Source: an optimization exercise on an open RTL-to-GDS flow (aim: a short achievable clock period and few clock cycles). Production flows keep margins and buffers that such runs may drop. No functional check of the RTL was part of this run. Power and IR drop assume default switching activity.

### flow/constraint.sdc
create_clock -name core_clock -period 9.0 [get_ports {CLK}]
set_input_delay 1.8000 -clock core_clock [delete_from_list [all_inputs] [get_ports {CLK}]]
set_output_delay 1.8000 -clock core_clock [all_outputs]
set_load 0.01 [all_outputs]
### flow/design.v
`timescale 1ns/1ns
`default_nettype none
package dcache_pkg;
    typedef logic [32-1:0] word_t;
    typedef struct packed {
        logic [26-1:0] tag;
        logic [3-1:0] idx;
        logic                     blkoff;
        logic [1:0]               bytoff;
    } dcache_addr_t;
    typedef struct packed {
        logic                               valid;
        logic                               dirty;
        logic [26-1:0]           tag;
        logic [2*32-1:0] data;
    } dcache_frame_t;
    typedef struct packed {
        logic  dmemREN;
        logic  dmemWEN;
        logic  datomic;
        logic  halt;
        word_t dmemaddr;
        word_t dmemstore;
    } cpu_req_t;
    typedef struct packed {
        logic  dhit;
        word_t dmemload;
        logic  flushed;
    } cpu_rsp_t;
    typedef struct packed {
        logic  dREN;
        logic  dWEN;
        word_t daddr;
        word_t dstore;
    } mem_req_t;
    typedef struct packed {
        logic  dwait;
        word_t dload;
    } mem_rsp_t;
    typedef struct packed {
        logic  fill_word;
        logic  fill_done;
        logic  write_word;
        logic  clean;
        logic  touch;
        logic  way;
        logic  fill_pos;
        word_t data;
    } frame_upd_t;
endpackage
`default_nettype wire
`timescale 1ns/1ns
`default_nettype none
module dcache_frames
(
    input  logic                            CLK,
    input  logic                            nRST,
    input  dcache_pkg::dcache_addr_t                    lookup_addr,
    input  dcache_pkg::frame_upd_t                      upd,
    input  logic [3-1:0]        flush_idx,
    input  logic                            flush_way,
    input  logic                            flush_word,
    output logic                            hit,
    output logic                            hit_way,
    output dcache_pkg::word_t                           hit_data,
    output logic                            victim_way,
    output logic                            victim_dirty,
    output logic [26-1:0]        victim_tag,
    output logic [2*32-1:0] victim_data,
    output dcache_pkg::dcache_frame_t                   flush_frame
);
    logic [2*8-1:0]          valid;
    logic [2*8-1:0]          dirty;
    logic [26-1:0]                      tags  [0:2*8-1];
    logic [2*32-1:0] datas [0:2*8-1];
    logic [8-1:0] mru;
    logic [2-1:0]  way_match;
    logic [3-1:0] idx;
    logic [3:0]   slot0;
    logic [3:0]   slot1;
    logic [3:0]   hit_slot;
    logic [3:0]   victim_slot;
    logic [3:0]   flush_slot;
    logic [3:0]   upd_slot;
    logic [3:0]   clean_slot;
    logic [2*32-1:0] hit_block;
    assign idx         = lookup_addr.idx;
    assign slot0       = {1'b0, idx};
    assign slot1       = {1'b1, idx};
    assign hit_slot    = {hit_way, idx};
    assign victim_slot = {victim_way, idx};
    assign flush_slot  = {flush_way, flush_idx};
    assign upd_slot    = {upd.way, idx};
    assign clean_slot  = {upd.way, flush_idx};
    assign way_match[0] = valid[slot0] && (tags[slot0] == lookup_addr.tag);
    assign way_match[1] = valid[slot1] && (tags[slot1] == lookup_addr.tag);
    assign hit       = |way_match;
    assign hit_way   = way_match[1];
    assign hit_block = datas[hit_slot];
    assign hit_data  = hit_block[lookup_addr.blkoff*32 +: 32];
    always_comb
    begin
        if (!valid[slot0])
        begin
            victim_way = 1'b0;
        end
        else if (!valid[slot1])
        begin
            victim_way = 1'b1;
        end
        else
        begin
            victim_way = ~mru[idx];
        end
    end
    assign victim_dirty = valid[victim_slot] && dirty[victim_slot];
    assign victim_tag   = tags[victim_slot];
    assign victim_data  = datas[victim_slot];
    assign flush_frame.valid = valid[flush_slot];
    assign flush_frame.dirty = dirty[flush_slot];
    assign flush_frame.tag   = tags[flush_slot];
    assign flush_frame.data  = datas[flush_slot];
    always_ff @(posedge CLK, negedge nRST)
    begin
        if (!nRST)
        begin
            valid <= '0;
            dirty <= '0;
            mru   <= '0;
        end
        else
        begin
            if (upd.fill_done)
            begin
                valid[upd_slot] <= 1'b1;
                dirty[upd_slot] <= 1'b0;
            end
            if (upd.write_word)
            begin
                dirty[upd_slot] <= 1'b1;
            end
            if (upd.clean && flush_word)
            begin
                dirty[clean_slot] <= 1'b0;
            end
            if (upd.touch)
            begin
                mru[idx] <= upd.way;
            end
        end
    end
    always_ff @(posedge CLK)
    begin
        if (upd.fill_word)
        begin
            datas[upd_slot][upd.fill_pos*32 +: 32] <= upd.data;
        end
        if (upd.fill_done)
        begin
            tags[upd_slot] <= lookup_addr.tag;
        end
        if (upd.write_word)
        begin
            datas[upd_slot][lookup_addr.blkoff*32 +: 32] <= upd.data;
        end
    end
endmodule
`default_nettype wire
`timescale 1ns/1ns
`default_nettype none
module dcache_ctrl
(
    input  logic                            CLK,
    input  logic                            nRST,
    input  dcache_pkg::cpu_req_t                        req,
    input  dcache_pkg::mem_rsp_t                        mem_rsp,
    input  logic                            hit,
    input  logic                            hit_way,
    input  logic                            victim_way,
    input  logic                            victim_dirty,
    input  logic [26-1:0]        victim_tag,
    input  logic [2*32-1:0] victim_data,
    input  dcache_pkg::dcache_frame_t                   flush_frame,
    input  logic                            sc_fail,
    output dcache_pkg::mem_req_t                        mem_req,
    output dcache_pkg::frame_upd_t                      upd,
    output logic [3-1:0]        flush_idx,
    output logic                            flush_way,
    output logic                            flush_word,
    output logic                            dhit,
    output logic                            flushed,
    output logic                            write_commit
);
    typedef enum logic [2:0]
    {
        IDLE, WBACK, FILL, WRITE, DONE, FLUSH, FLUSHED
    } state_t;
    state_t state, next_state;
    dcache_pkg::dcache_addr_t addr;
    logic         blk_cnt;
    logic [3+1:0] walk_cnt;
    logic         blk_step;
    logic         walk_step;
    logic         slot_dirty;
    logic         sc_drop;
    assign addr = req.dmemaddr;
    assign {flush_way, flush_idx, flush_word} = walk_cnt;
    assign slot_dirty = flush_frame.valid && flush_frame.dirty;
    assign sc_drop    = req.datomic && req.dmemWEN && sc_fail;
    assign blk_step   = ((state == WBACK) || (state == FILL)) && !mem_rsp.dwait;
    assign walk_step  = (state == FLUSH) && (!slot_dirty || !mem_rsp.dwait);
    assign flushed    = (state == FLUSHED);
    always_ff @(posedge CLK, negedge nRST)
    begin
        if (!nRST)
        begin
            state    <= IDLE;
            blk_cnt  <= 1'b0;
            walk_cnt <= '0;
        end
        else
        begin
            state <= next_state;
            if (blk_step)
            begin
                blk_cnt <= ~blk_cnt;
            end
            if (walk_step)
            begin
                walk_cnt <= walk_cnt + 1'b1;
            end
        end
    end
    always_comb
    begin
        next_state = state;
        unique case (state)
            IDLE:
            begin
                if (req.halt)
                begin
                    next_state = FLUSH;
                end
                else if ((req.dmemREN || req.dmemWEN) && !sc_drop)
                begin
                    if (!hit)
                    begin
                        next_state = victim_dirty ? WBACK : FILL;
                    end
                    else if (req.dmemWEN)
                    begin
                        next_state = WRITE;
                    end
                end
            end
            WBACK:
            begin
                if (blk_step && blk_cnt)
                begin
                    next_state = FILL;
                end
            end
            FILL:
            begin
                if (blk_step && blk_cnt)
                begin
                    next_state = req.dmemWEN ? WRITE : IDLE;
                end
            end
            WRITE:   next_state = DONE;
            DONE:    next_state = IDLE;
            FLUSH:
            begin
                if (walk_step && (&walk_cnt))
                begin
                    next_state = FLUSHED;
                end
            end
            FLUSHED: next_state = FLUSHED;
            default: next_state = IDLE;
        endcase
    end
    always_comb
    begin
        mem_req       = '0;
        mem_req.daddr = {addr.tag, addr.idx, 1'b0, 2'b00};
        upd           = '0;
        dhit          = 1'b0;
        write_commit  = 1'b0;
        unique case (state)
            IDLE:
            begin
                if (!req.halt && sc_drop)
                begin
                    dhit = 1'b1;
                end
                else if (!req.halt && req.dmemREN && hit)
                begin
                    dhit     = 1'b1;
                    upd.touch = 1'b1;
                    upd.way   = hit_way;
                end
            end
            WBACK:
            begin
                mem_req.dWEN   = 1'b1;
                mem_req.daddr  = {victim_tag, addr.idx, blk_cnt, 2'b00};
                mem_req.dstore = victim_data[blk_cnt*32 +: 32];
            end
            FILL:
            begin
                mem_req.dREN  = 1'b1;
                mem_req.daddr = {addr.tag, addr.idx, blk_cnt, 2'b00};
                if (!mem_rsp.dwait)
                begin
                    upd.fill_word = 1'b1;
                    upd.fill_done = blk_cnt;
                    upd.way       = victim_way;
                    upd.fill_pos  = blk_cnt;
                    upd.data      = mem_rsp.dload;
                end
            end
            WRITE:
            begin
                upd.write_word = 1'b1;
                upd.touch      = 1'b1;
                upd.way        = hit_way;
                upd.data       = req.dmemstore;
            end
            DONE:
            begin
                dhit         = 1'b1;
                write_commit = 1'b1;
            end
            FLUSH:
            begin
                if (slot_dirty)
                begin
                    mem_req.dWEN   = 1'b1;
                    mem_req.daddr  = {flush_frame.tag, flush_idx, flush_word, 2'b00};
                    mem_req.dstore = flush_frame.data[flush_word*32 +: 32];
                    if (!mem_rsp.dwait)
                    begin
                        upd.clean = 1'b1;
                        upd.way   = flush_way;
                    end
                end
            end
            default:
            begin
            end
        endcase
    end
endmodule
`default_nettype wire
`timescale 1ns/1ns
`default_nettype none
module dcache_link
(
    input  logic     CLK,
    input  logic     nRST,
    input  dcache_pkg::cpu_req_t req,
    input  logic     write_commit,
    output logic     sc_ok,
    output logic     sc_fail
);
    dcache_pkg::word_t link_addr;
    logic  link_valid;
    logic  ll_req;
    assign ll_req = req.datomic && req.dmemREN;
    assign sc_ok   = link_valid && (req.dmemaddr == link_addr);
    assign sc_fail = req.datomic && req.dmemWEN && !sc_ok;
    always_ff @(posedge CLK, negedge nRST)
    begin
        if (!nRST)
        begin
            link_valid <= 1'b0;
        end
        else if (ll_req)
        begin
            link_valid <= 1'b1;
        end
        else if (write_commit && sc_ok)
        begin
            link_valid <= 1'b0;
        end
    end
    always_ff @(posedge CLK)
    begin
        if (ll_req)
        begin
            link_addr <= req.dmemaddr;
        end
    end
endmodule
`default_nettype wire
`timescale 1ns/1ns
`default_nettype none
module dcache
(
    input  logic     CLK,
    input  logic     nRST,
    input  dcache_pkg::cpu_req_t req,
    output dcache_pkg::cpu_rsp_t rsp,
    output dcache_pkg::mem_req_t mem_req,
    input  dcache_pkg::mem_rsp_t mem_rsp
);
    dcache_pkg::frame_upd_t                      upd;
    logic                            hit;
    logic                            hit_way;
    dcache_pkg::word_t                           hit_data;
    logic                            victim_way;
    logic                            victim_dirty;
    logic [26-1:0]        victim_tag;
    logic [2*32-1:0] victim_data;
    dcache_pkg::dcache_frame_t                   flush_frame;
    logic [3-1:0]        flush_idx;
    logic                            flush_way;
    logic                            flush_word;
    logic                            sc_ok;
    logic                            sc_fail;
    logic                            write_commit;
    dcache_frames i_frames
    (
        .CLK          (CLK),
        .nRST         (nRST),
        .lookup_addr  (req.dmemaddr),
        .upd          (upd),
        .flush_idx    (flush_idx),
        .flush_way    (flush_way),
        .flush_word   (flush_word),
        .hit          (hit),
        .hit_way      (hit_way),
        .hit_data     (hit_data),
        .victim_way   (victim_way),
        .victim_dirty (victim_dirty),
        .victim_tag   (victim_tag),
        .victim_data  (victim_data),
        .flush_frame  (flush_frame)
    );
    dcache_ctrl i_ctrl
    (
        .CLK          (CLK),
        .nRST         (nRST),
        .req          (req),
        .mem_rsp      (mem_rsp),
        .hit          (hit),
        .hit_way      (hit_way),
        .victim_way   (victim_way),
        .victim_dirty (victim_dirty),
        .victim_tag   (victim_tag),
        .victim_data  (victim_data),
        .flush_frame  (flush_frame),
        .sc_fail      (sc_fail),
        .mem_req      (mem_req),
        .upd          (upd),
        .flush_idx    (flush_idx),
        .flush_way    (flush_way),
        .flush_word   (flush_word),
        .dhit         (rsp.dhit),
        .flushed      (rsp.flushed),
        .write_commit (write_commit)
    );
    dcache_link i_link
    (
        .CLK          (CLK),
        .nRST         (nRST),
        .req          (req),
        .write_commit (write_commit),
        .sc_ok        (sc_ok),
        .sc_fail      (sc_fail)
    );
    assign rsp.dmemload = (req.datomic && req.dmemWEN) ? {{(32-1){1'b0}}, sc_ok} : hit_data;
endmodule
`default_nettype wire
`timescale 1ns/1ns
`default_nettype none
module dcache_top
(
    input  logic        CLK,
    input  logic        nRST,
    input  logic        dmemREN,
    input  logic        dmemWEN,
    input  logic        datomic,
    input  logic        halt,
    input  logic [31:0] dmemaddr,
    input  logic [31:0] dmemstore,
    output logic        dhit,
    output logic [31:0] dmemload,
    output logic        flushed,
    output logic        dREN,
    output logic        dWEN,
    output logic [31:0] daddr,
    output logic [31:0] dstore,
    input  logic        dwait,
    input  logic [31:0] dload
);
    dcache_pkg::cpu_req_t req;
    dcache_pkg::cpu_rsp_t rsp;
    dcache_pkg::mem_req_t mem_req;
    dcache_pkg::mem_rsp_t mem_rsp;
    assign req.dmemREN = dmemREN;
    assign req.dmemWEN = dmemWEN;
    assign req.datomic = datomic;
    assign req.halt = halt;
    assign req.dmemaddr = dmemaddr;
    assign req.dmemstore = dmemstore;
    assign dhit = rsp.dhit;
    assign dmemload = rsp.dmemload;
    assign flushed = rsp.flushed;
    assign dREN = mem_req.dREN;
    assign dWEN = mem_req.dWEN;
    assign daddr = mem_req.daddr;
    assign dstore = mem_req.dstore;
    assign mem_rsp.dwait = dwait;
    assign mem_rsp.dload = dload;
    dcache i_dcache (.CLK(CLK), .nRST(nRST), .req(req), .rsp(rsp), .mem_req(mem_req), .mem_rsp(mem_rsp));
endmodule
`default_nettype wire
### flow/run.sh
#!/bin/bash
# synth_recipe.tcl (not shown) runs the flow's synth.tcl, then flattens the netlist and writes it again
# the make line also repeats each setting of config.mk as NAME=value (left out here)
make -C /OpenROAD-flow-scripts/flow DESIGN_CONFIG=/design/flow/config.mk WORK_HOME=/design/flow/orfs CLKGATE_MAP_FILE= SYNTH_SCRIPT=/design/flow/synth_recipe.tcl finish
### flow/config.mk
export PLATFORM = sky130hd
export DESIGN_NAME = dcache_top
export DESIGN_NICKNAME = dcache_top
export VERILOG_FILES = /design/flow/design.v
export SDC_FILE = /design/flow/constraint.sdc
export NUM_CORES = 4
export LEC_CHECK = 0
export CAP_MARGIN = 20
export CORE_MARGIN = 2
export CORE_UTILIZATION = 40
export SLEW_MARGIN = 20
==> flow_metrics.env <==
export IMPL_power_density_nw_per_um2=242
export IMPL_end_kind="output pin"
export IMPL_postLayoutSetupSlackWorst_ns=0.641
export IMPL_cts_tree="done"
export IMPL_post_synth_fa_ha_maj_area_fraction=0.00203
export IMPL_synthMuxAreaShare=0.296
export IMPL_finalNonFillerCells=6695
export IMPL_detail_route_vias_per_cell=6.37
export IMPL_final_nets=4207
export IMPL_place_gp_congestion=0.862
export IMPL_syn_inst=3837
export IMPL_synth_edf_count=1472
export IMPL_clockBufferDepth=3
export IMPL_syn_area_per_cell_um2=19.2
export IMPL_fin_crit_ns=8.36
export IMPL_dpl_worst_slack_ns=0.724
export IMPL_wl_um=232000
export IMPL_period_share=0.929
export IMPL_cts_reportedPaths_clkPinSlew_ns=0.06
export IMPL_grt_max_degree=108
export IMPL_p_leak_nw=26.6
export IMPL_skew_ns=0.0711
export IMPL_post_cts_buffers=0
export IMPL_arrival_ns=6.56
export IMPL_grt_pass1_wl_um=328000
export IMPL_worstRegToRegCells=11
export IMPL_start_util=0.403
export IMPL_num_rows=157
export IMPL_status="timing/DRC/antenna clean"
export IMPL_tightest_slew_ns=1.17
export IMPL_cp_start_kind="input pin"
export IMPL_diodes=0
export IMPL_max_cap_viol_count=0
export IMPL_hold_viol=0
export IMPL_core_area_um2=183000
export IMPL_clk_latency_ns=0.83
export IMPL_firstDrtPassIters=5
export IMPL_fp_dieH_um=434
export IMPL_synth_cell_type_count=77
export IMPL_yosysWarnings=3
export IMPL_vias=42675
export IMPL_synthSimpleGateAreaFrac=0.0297
export IMPL_dieArea_um2=188000
export IMPL_ir_drop_v=0.000294
export IMPL_synthToLayoutAreaGrowth_pct=15.6
export IMPL_die_w_um=434
export IMPL_ys_seq_area_frac=0.616
export IMPL_cts_hold_buf=0
export IMPL_slew_headroom=0.221
export IMPL_synth_seq_cells=1522
export IMPL_worstPathRequired_ns=7.20
export IMPL_num_io_pins=203
export IMPL_synth_ff_type="edfxtp_1"
export IMPL_criticalPathCategory="in2out"
export IMPL_synth_compound_area_frac=0.0282
export IMPL_min_path_type="reg2reg"
export IMPL_drtIter0Drc=5571
export IMPL_htree_levels=4
export IMPL_grt_use_total=0.247
export IMPL_synth_top_family_by_area="multiplexers"
export IMPL_io_buffers=200
export IMPL_drc=0
export IMPL_antenna_found_initial=2
export IMPL_antenna_left=0
export IMPL_hpwl_um=138000
export IMPL_fmax_mhz=120
export IMPL_synth_xor_area_frac=0.00983
export IMPL_rsz0062_at_grt="no"
export IMPL_grt_pass1_vias=43702
export IMPL_slew_violations=0
export IMPL_dp_cells=6387
export IMPL_cts_buffers=167
export IMPL_cts_resized=0
export IMPL_holdPathStages=1
export IMPL_tns_ns=0
export IMPL_cp_max_fo=59
export IMPL_avgRoutedWirePerCell_um=34.6
export IMPL_fin_area_um2=85400
export IMPL_layout_drive_gt1_share=0.324
export IMPL_finalSetupViolations=0
export IMPL_grt_overflow=0
export IMPL_synth_async_reset_ratio=0.0329
export IMPL_nFillCells=15220
export IMPL_cts_sinks=1522
export IMPL_syn_area_um2=73800
export IMPL_clockRootBuffer="clkbuf_16"
export IMPL_place_area_um2=79800
[worst paths after layout]
path | startpoint | end | slack [ns]
min in group asynchronous | nRST | i_dcache.i_link.link_valid | 1.09
hold reg to reg | i_dcache.i_link.link_valid | i_dcache.i_link.link_valid | 0.49
setup reg to reg | i_dcache.i_frames.tags[11][18] | i_dcache.i_frames.datas[12][38] | 3.62
setup / recovery | dmemaddr[4] | dmemload[24] | 0.64
hold / removal | i_dcache.i_link.link_valid | i_dcache.i_link.link_valid | 0.49
max in group asynchronous | nRST | i_dcache.i_ctrl.walk_cnt[1] | 7.38
[through the flow]
step                 util  hold slack [ns]  total power [mW]
floorplan               -            0.450              11.9
global placement    0.435            0.461              13.8
detailed placement  0.435            0.471              13.8
CTS                 0.466            0.486              20.8
global route        0.466            0.513              21.3
finish              0.466            0.494              20.7
[per-layer routing]
| metal | up-vias | share of wire | GRT usage |
|---|---|---|---|
| li1 | 16920 | - | - |
| met1 | 23175 | 0.39 | 0.334 |
| met2 | 2157 | 0.49 | 0.405 |
| met3 | 421 | 0.078 | 0.0427 |
| met4 | 2 | 0.037 | 0.0865 |
| met5 | - | 0.000034 | 0 |
[cell usage after synthesis, drive strengths merged, types with 28 or more instances]
cell type / instances / share of area
clkbuf: 138 / 0.0070
xnor2: 35 / 0.0042
xor2: 47 / 0.0057
mux4: 842 / 0.26
nor2: 213 / 0.011
edfxtp: 1472 / 0.60
dfrtp: 50 / 0.017
o21ai: 66 / 0.0046
nand2: 125 / 0.0064
mux2i: 259 / 0.035
a22oi: 59 / 0.0060
buf: 151 / 0.0099
a21oi: 28 / 0.0019
[worst max-delay path, cell delays in order]
cell and delay, ns:
buf_8 0.49, buf_4 0.32, mux2_2 0.35, o22ai_1 0.23, nor3_1 0.10, nor4b_1 0.54, nand4_1 0.21, nor4_2 0.44
buf_12 0.38, mux4_2 0.56, nor2_1 0.33, clkdlybuf4s50_1 0.66
[cell families after synthesis]
group           count (synthesis)
flops                        1522
mux                          1128
simple gates                  484
buf+inv                       312
compound gates                296
xor+xnor                       82
fa+ha+maj                      12
other cells                     1
[state kept, by name (all words and copies together), names as in the netlist]
register                    flops
i_dcache.i_frames.dirty        16
i_dcache.i_frames.datas      1024
i_dcache.i_link.link_addr      32
i_dcache.i_frames.mru           8
i_dcache.i_ctrl.walk_cnt        5
i_dcache.i_link.link_valid      1
i_dcache.i_ctrl.state           3
i_dcache.i_frames.valid        16
i_dcache.i_frames.tags        416
i_dcache.i_ctrl.blk_cnt         1
[area by class of cell]
class | count | area, um2 | area share
multi-input cells | 2004 | 27400 | 0.321
repair buffers | 374 | 3690 | 0.0433
inverters | 23 | 93.8 | 0.00110
flip-flops and latches | 1522 | 45500 | 0.533
clock buffers | 210 | 4430 | 0.0519
well taps | 2464 | 3080 | 0.0361
clock inverters | 98 | 1130 | 0.0133
[power by group]
group,switching [mW],total [mW],internal (mW)
Clock,2.96,6.97,4.01
Sequential,0.328,8.29,7.96
Combinational,2.94,5.40,2.46
Total,6.22,20.7,14.4
[cells in the final DEF, fill, tap and decap left out, types with 35 or more instances in the layout]
cell,Yosys,routed
o21ai_0,60,60
clkbuf_16,0,169
edfxtp_1,1472,1472
clkdlybuf4s50_1,0,195
mux2i_1,258,258
buf_4,10,145
xor2_1,46,46
dfrtp_1,50,43
xnor2_1,35,35
nor2_1,213,162
clkbuf_1,138,36
a22oi_1,59,58
nand2_1,125,123
nor2_4,0,50
mux4_2,841,841

-- what the ideal ports hide --
No port has a modelled driver above. Below, the same layout with a new extraction and two added sets of constraints.
Step 1: set_driving_cell puts a clkbuf_16 on CLK and a buf_2 on each other input, an assumption about the parent block.
Step 2 moves the port delays by t, midway between the first and last clock arrival at a register: inputs arrive t later, outputs are due t later. That takes back most of the time a late clock gives input paths.
a / b / c = ideal ports / drivers / drivers and shift; a / b = the first two.
shift t [ns]: 0.884
setup WS [ns]: 0.641 / 0.594 / 0.594
hold slack, ns: 0.494 / 0.494 / 0.494
worst register clock-pin slew, ns: 0.07 / 0.07
After both steps setup and hold are still met in this run. The setup slack of this run moves by -0.047 ns with the drivers and by -0.047 ns with both steps.
